Context: an optimization exercise on an open-source flow, tuned for small area, a short achievable clock period and few clock cycles per item. The choices shown serve that exercise and are no tape-out recipe.
At most, simulation tests tie the RTL to the original design; equivalence was not proved.

==> willow: inputs <==
// cnn_top
module cnn_top (
	input  wire         clk,
	input  wire         reset_b,
	input  wire         run,
	output logic        busy,
	output logic [11:0] in_rd_addr,
	input  wire  [15:0] in_rd_data,
	output logic [11:0] weights_rd_addr,
	input  wire  [15:0] weights_rd_data,
	output logic [28:0] out_wr
);
	localparam logic [2:0] F_IDLE  = 3'd0;
	localparam logic [2:0] F_SZ0   = 3'd1;  
	localparam logic [2:0] F_SZ1   = 3'd2;  
	localparam logic [2:0] F_FIRST = 3'd3;  
	localparam logic [2:0] F_FETCH = 3'd4;
	localparam logic [2:0] F_DRAIN = 3'd5;
	localparam int DRAIN_CYC = 4;
	logic [2:0]  fstate;
	logic [11:0] colptr;    
	logic [5:0]  hw;        
	logic [1:0]  r;         
	logic [5:0]  mcnt;      
	logic [5:0]  pcnt;      
	logic        mfirst;    
	logic [2:0]  dcnt;
	logic [15:0] rdata_q;   
	logic        is_end;
	logic [5:0]  hw_now;
	logic [11:0] addr_step;
	logic [11:0] col_next;
	logic        trig_a, trig_b, trig_c;
	logic        last_a, last_b, last_c;
	assign is_end    = (rdata_q == 16'hFFFF);
	assign hw_now    = (fstate == F_FIRST) ? rdata_q[6:1] : hw;
  ...
clock: 10.0 ns
lec_check: 0
abc_clock_period_in_ps: 4000
cap_margin: 20
core_margin: 2
core_utilization: 60
setup_slack_margin: 5
slew_margin: 20
run.sh (not shown) runs the stock make flow with config.mk's settings and CLKGATE_MAP_FILE= SYNTH_SCRIPT=/design/flow/synth_recipe.tcl, a recipe that flattens the netlist after the stock synthesis.
==> inputs of delta, as changes to willow <==
ABC_CLOCK_PERIOD_IN_PS = not set   (was 4000)
==> run summary <==
| quantity | willow | delta |
|---|---|---|
| Width of the die | 236 µm | 236 µm |
| Taps Inserted | 696 | 696 |
| Number of CTS-inserted buffers | 49 | 49 |
| Register-to-register path setup slack | 5280 ps | 5280 ps |
| Sequential area share after synthesis | 0.334 | 0.334 |
| Detailed-routing wirelength on met1 | 37.9 mm | 37.9 mm |
| Initial antenna violation count | 7 | 7 |
| Status | timing/DRC/antenna clean | timing/DRC/antenna clean |
| Critical Setup Path Class | reg -> reg | reg -> reg |
| Fraction of synthesized area in multiplexers | 0.0277 | 0.0277 |
| Aggregate global routing overflow | 0 | 0 |
| CTS root buf | clkbuf_16 | clkbuf_16 |
| Worst setup path endpoint | u_eng.q80$_DFF_P_ | u_eng.q80$_DFF_P_ |
| Most common cell in the netlist | inv_1 | inv_1 |
| Ant diodes | 4 | 4 |
| Routed wire length | 96.7 mm | 96.7 mm |
| FF-to-FF Start | ex[2]$_SDFF_PN0_ | ex[2]$_SDFF_PN0_ |
| Worst Hold Class | reg -> reg | reg -> reg |
| Number of stages on the worst hold path | 0 | 0 |
| Combined global-route utilization of all metal layers | 0.363 | 0.363 |
| Die height | 236 µm | 236 µm |
| Number of flops mapped to enable cells by yosys | 126 | 126 |
| Starting utilization of the core area | 0.604 | 0.604 |
Testbench counts of willow, summed over its fixed seeds: cycles 144,822, items 32,549.
Testbench counts of delta, summed over its fixed seeds: cycles 144,822, items 32,549.

* * *

==> inputs of job 5189 <==
Another version of the RTL of cnn_top (not shown whole).
export LEC_CHECK = 0
export CAP_MARGIN = 20
export CORE_MARGIN = 2
export CORE_UTILIZATION = 50
export CTS_CLUSTER_DIAMETER = 80
export CTS_CLUSTER_SIZE = 24
export SLEW_MARGIN = 70
export SYNTH_HIERARCHICAL = 1
create_clock -name core_clock -period 10.0 [get_ports {clk}]
standard.sh (not shown) runs the stock make flow with config.mk's settings and CLKGATE_MAP_FILE= SYNTH_SCRIPT=/design/flow/synth_recipe.tcl, a recipe that flattens the netlist after the stock synthesis.
==> flow/flow/run.sh <==
#!/bin/bash
set -euo pipefail
cd "$(dirname "$0")/.."
export SETUP_SLACK_MARGIN=6.5
export BUFFER_PORTS_ARGS="-buffer_cell sky130_fd_sc_hd__buf_2"
bash standard.sh > flow_make.log 2>&1
==> inputs of job 5957, as changes to job 5189 <==
--- a/flow/design.v
+++ b/flow/design.v
@@ -3167,18 +3167,18 @@
 		rb_q15 <= s1684;
 		ra_q16 <= c1685;
 		rb_q16 <= s1686;
 		ra_q17 <= c1687;
 		rb_q17 <= s1688;
 		ra_q18 <= q125;
 		rb_q18 <= c1689;
 	end
-	assign ra = {~ra_q18, ~ra_q17, ~ra_q16, ~ra_q15, ~ra_q14, ~ra_q13, ~ra_q12, ~ra_q11, ~ra_q10, ~ra_q9, ~ra_q8, ~ra_q7, ~ra_q6, ~ra_q5, ~ra_q4, ~ra_q3, ~ra_q2, ~ra_q1, ~ra_q0};
-	assign rb = {~rb_q18, ~rb_q17, ~rb_q16, ~rb_q15, ~rb_q14, ~rb_q13, ~rb_q12, ~rb_q11, ~rb_q10, ~rb_q9, ~rb_q8, ~rb_q7, ~rb_q6, ~rb_q5, ~rb_q4, ~rb_q3, ~rb_q2, ~rb_q1, 1'b0};
+	assign ra = {ra_q18, ra_q17, ra_q16, ra_q15, ra_q14, ra_q13, ra_q12, ra_q11, ra_q10, ra_q9, ra_q8, ra_q7, ra_q6, ra_q5, ra_q4, ra_q3, ra_q2, ra_q1, ra_q0};
+	assign rb = {rb_q18, rb_q17, rb_q16, rb_q15, rb_q14, rb_q13, rb_q12, rb_q11, rb_q10, rb_q9, rb_q8, rb_q7, rb_q6, rb_q5, rb_q4, rb_q3, rb_q2, rb_q1, 1'b1};
 endmodule
 module cnn_fa (
 	input  wire  a, b, c,
 	output logic s, co
 );
 	assign s  = a ^ b ^ c;
 	assign co = (a & b) | (a & c) | (b & c);
 endmodule
@@ -3400,17 +3400,17 @@
 		end
 		s_last <= {s_last[0], exl[3]};
 	end
 	logic [18:0] sum;
 	logic [6:0]  clipped, clip_q;
 	logic        c_first, c_done, c_last;
 	logic [6:0]  pool;
 	logic        res_valid, res_last;
-	assign sum = ra + rb;
+	assign sum = ~(ra + rb + 19'd1);
 	always_comb begin
 		if (sum[18])
 			clipped = 7'd0;
 		else if (|sum[17:7])
 			clipped = 7'd127;
 		else
 			clipped = sum[6:0];
 	end
@@ -3451,16 +3451,17 @@
 	end
 	always_ff @(posedge clk) begin
 		wr_int <= res_valid && (have_hi || res_last);
 		if (run)
 			oa_int <= '0;
 		else if (wr_int)
 			oa_int <= oa_int + 12'd1;
 	end
+	logic [6:0] hold;
 	always_ff @(posedge clk) begin
 		if (res_valid && !have_hi)
-			hi_q <= pool;
-		if (res_valid)
-			lo_q <= have_hi ? pool : 7'd0;
+			hold <= pool;
+		hi_q <= have_hi ? hold : pool;
+		lo_q <= have_hi ? pool : 7'd0;
 	end
 endmodule
 `default_nettype wire
==> flow/flow/run.sh (replaced) <==
#!/bin/bash
set -euo pipefail
cd "$(dirname "$0")/.."
export SETUP_SLACK_MARGIN=6.95
export BUFFER_PORTS_ARGS="-buffer_cell sky130_fd_sc_hd__buf_2"
bash standard.sh > flow_make.log 2>&1
Settings changed: CORE_UTILIZATION 50 to 60.
==> flow_summary.json <==
{
  "path_depth": 8,
  "rsz0062_at_grt": "no",
  "crit_buf_inv": 2,
  "hpwl_um": 74400,
  "yosys.area_share.simple_pct": 12.5,
  "use_met1_pct": 37.7,
  "status": "complete, no violations",
  "num_vias": 19600
}
the above is filed under job 5189

==> flow_summary.json <==
{
  "path_depth": 1,
  "num_vias": 19600,
  "rsz0062_at_grt": "yes",
  "hpwl_um": 70900,
  "yosys.area_share.simple_pct": 12.5,
  "cp_data_required_time_ns": 8.00,
  "crit_buf_inv": 1,
  "post_cts_buffers": 1,
  "status": "complete, no violations"
}
the above is filed under job 5957

Testbench counts of job 5189, summed over its fixed seeds: cycles 144,886, items 32,549.
Only the layout flow was run in job 5957; the RTL was not checked for function there.

* * *

==> run a: inputs <==
Another version of the RTL of cnn_top (not shown whole).
==> flow/config.mk <==
export PLATFORM = sky130hd
export DESIGN_NAME = cnn_top
export DESIGN_NICKNAME = cnn_top
export VERILOG_FILES = /design/flow/design.v
export SDC_FILE = /design/flow/constraint.sdc
export NUM_CORES = 4
export LEC_CHECK = 0
export CAP_MARGIN = 20
export CORE_MARGIN = 2
export CORE_UTILIZATION = 70
export CTS_CLUSTER_DIAMETER = 80
export CTS_CLUSTER_SIZE = 24
export SLEW_MARGIN = 70
export SYNTH_HIERARCHICAL = 1
==> flow/constraint.sdc <==
create_clock -name core_clock -period 10.0 [get_ports {clk}]
set_input_delay 2.0000 -clock core_clock [delete_from_list [all_inputs] [get_ports {clk}]]
set_output_delay 2.0000 -clock core_clock [all_outputs]
set_load 0.01 [all_outputs]
==> flow/flow/run.sh <==
#!/bin/bash
set -euo pipefail
cd "$(dirname "$0")/.."
export SETUP_SLACK_MARGIN=6.8
export BUFFER_PORTS_ARGS="-buffer_cell sky130_fd_sc_hd__buf_2"
bash standard.sh > flow_make.log 2>&1
==> run b: changes against run a <==
Settings changed: CORE_UTILIZATION 70 to 60.
==> comparison <==
Between run b and run a, the lower clock skew is in run b (gap 5.3 ps).
Against run a, the setup slack of run b is higher by 31 ps.
Fmax: run a is smaller than run b (about 1%).
Critical path depth is the same in run a and run b.
In run a the cell area is lower than in run b, by about 0.22%.
Of run b and run a, run a has the higher global-route usage (gap 6.2 points).
In synthesized area, run b and run a do not differ.
Register-to-register slack: run a is lower than run b (60 ps).
In run b the die area is higher than in run a, by about 16%.
Of run b and run a, run a has the higher wire length (gap about 2.6%, measured against run a).
==> figures <==
item                                                                     run b           run a
Result of the run                                               finished clean  finished clean
Fraction of area in multi-input gates                                   54.42%          54.57%
Hold path start                                                      s_last[0]       s_last[1]
GR Util met3                                                            10.36%          13.50%
Detailed-routing wirelength on met1                                   33.66 mm        31.47 mm
Number of buffers other than clock buffers in the final layout              90              91
Worst-case setup margin in the final layout                            6910 ps         6878 ps
Multi-input logic area                                            18,560 sq um    18,570 sq um
Post-Place Setup Slack                                                 6894 ps         6898 ps
Met2 Wirelength                                                       38.35 mm        39.89 mm
Net count, final                                                         3,292           3,293
Fin util                                                                63.49%          74.66%
Highest Signal Layer                                                      met4            met5
First element of the critical path                                     hi_q[1]         hi_q[0]
Buffering overhead                                                      1.449%          1.486%
Final design area excluding fillers                               34,100 sq um    34,030 sq um
Reg-to-Reg Start                                                      kw[0][8]       kw[3][11]
Post-detail-place hpwl                                                69.85 mm        70.12 mm
Final hold slack                                                      333.0 ps        325.5 ps
Testbench counts of run a, summed over its fixed seeds: cycles 144,886, items 32,549.
Testbench counts of run b, summed over its fixed seeds: cycles 144,886, items 32,549.

==> port drivers added, routing unchanged <==
Ports are ideal in the flow. The routed layouts listed here were re-timed in OpenROAD.
Step 1: set_driving_cell puts a clkbuf_16 on clk and a buf_2 on each other input, an assumption about the parent block.
Step 2 also shifts input and output timing later by t, the mid clock arrival at the registers, as if the neighbouring blocks saw the same clock.
Slacks: no drivers / after step 1 / after step 2; pairs: no drivers / after step 1.
run | shift t [ns] | setup WS [ns] | hold WS [ns] | worst register clock-pin slew, ns | worst slew at a driven data input, ns
willow | 0.657 | 5.276 / 5.276 / 5.276 | 0.325 / 0.325 / 0.325 | 0.07 / 0.07 | 0.05
delta | 0.657 | 5.276 / 5.276 / 5.276 | 0.325 / 0.325 / 0.325 | 0.07 / 0.07 | 0.05
job 5189 | 0.639 | 6.818 / 6.818 / 6.818 | 0.331 / 0.331 / 0.331 | 0.10 / 0.10 | 0.05
job 5957 | 0.635 | 6.961 / 6.898 / 6.888 | 0.333 / 0.333 / 0.333 | 0.10 / 0.10 | 0.07
run a | 0.635 | 6.878 / 6.818 / 6.878 | 0.325 / 0.325 / 0.325 | 0.10 / 0.10 | 0.06
run b | 0.627 | 6.910 / 6.847 / 6.865 | 0.333 / 0.333 / 0.333 | 0.10 / 0.10 | 0.09
After both steps setup and hold are still met in every run listed. The setup slack of job 5957, which loses most, moves by -0.063 ns with the drivers and by -0.073 ns with both steps.
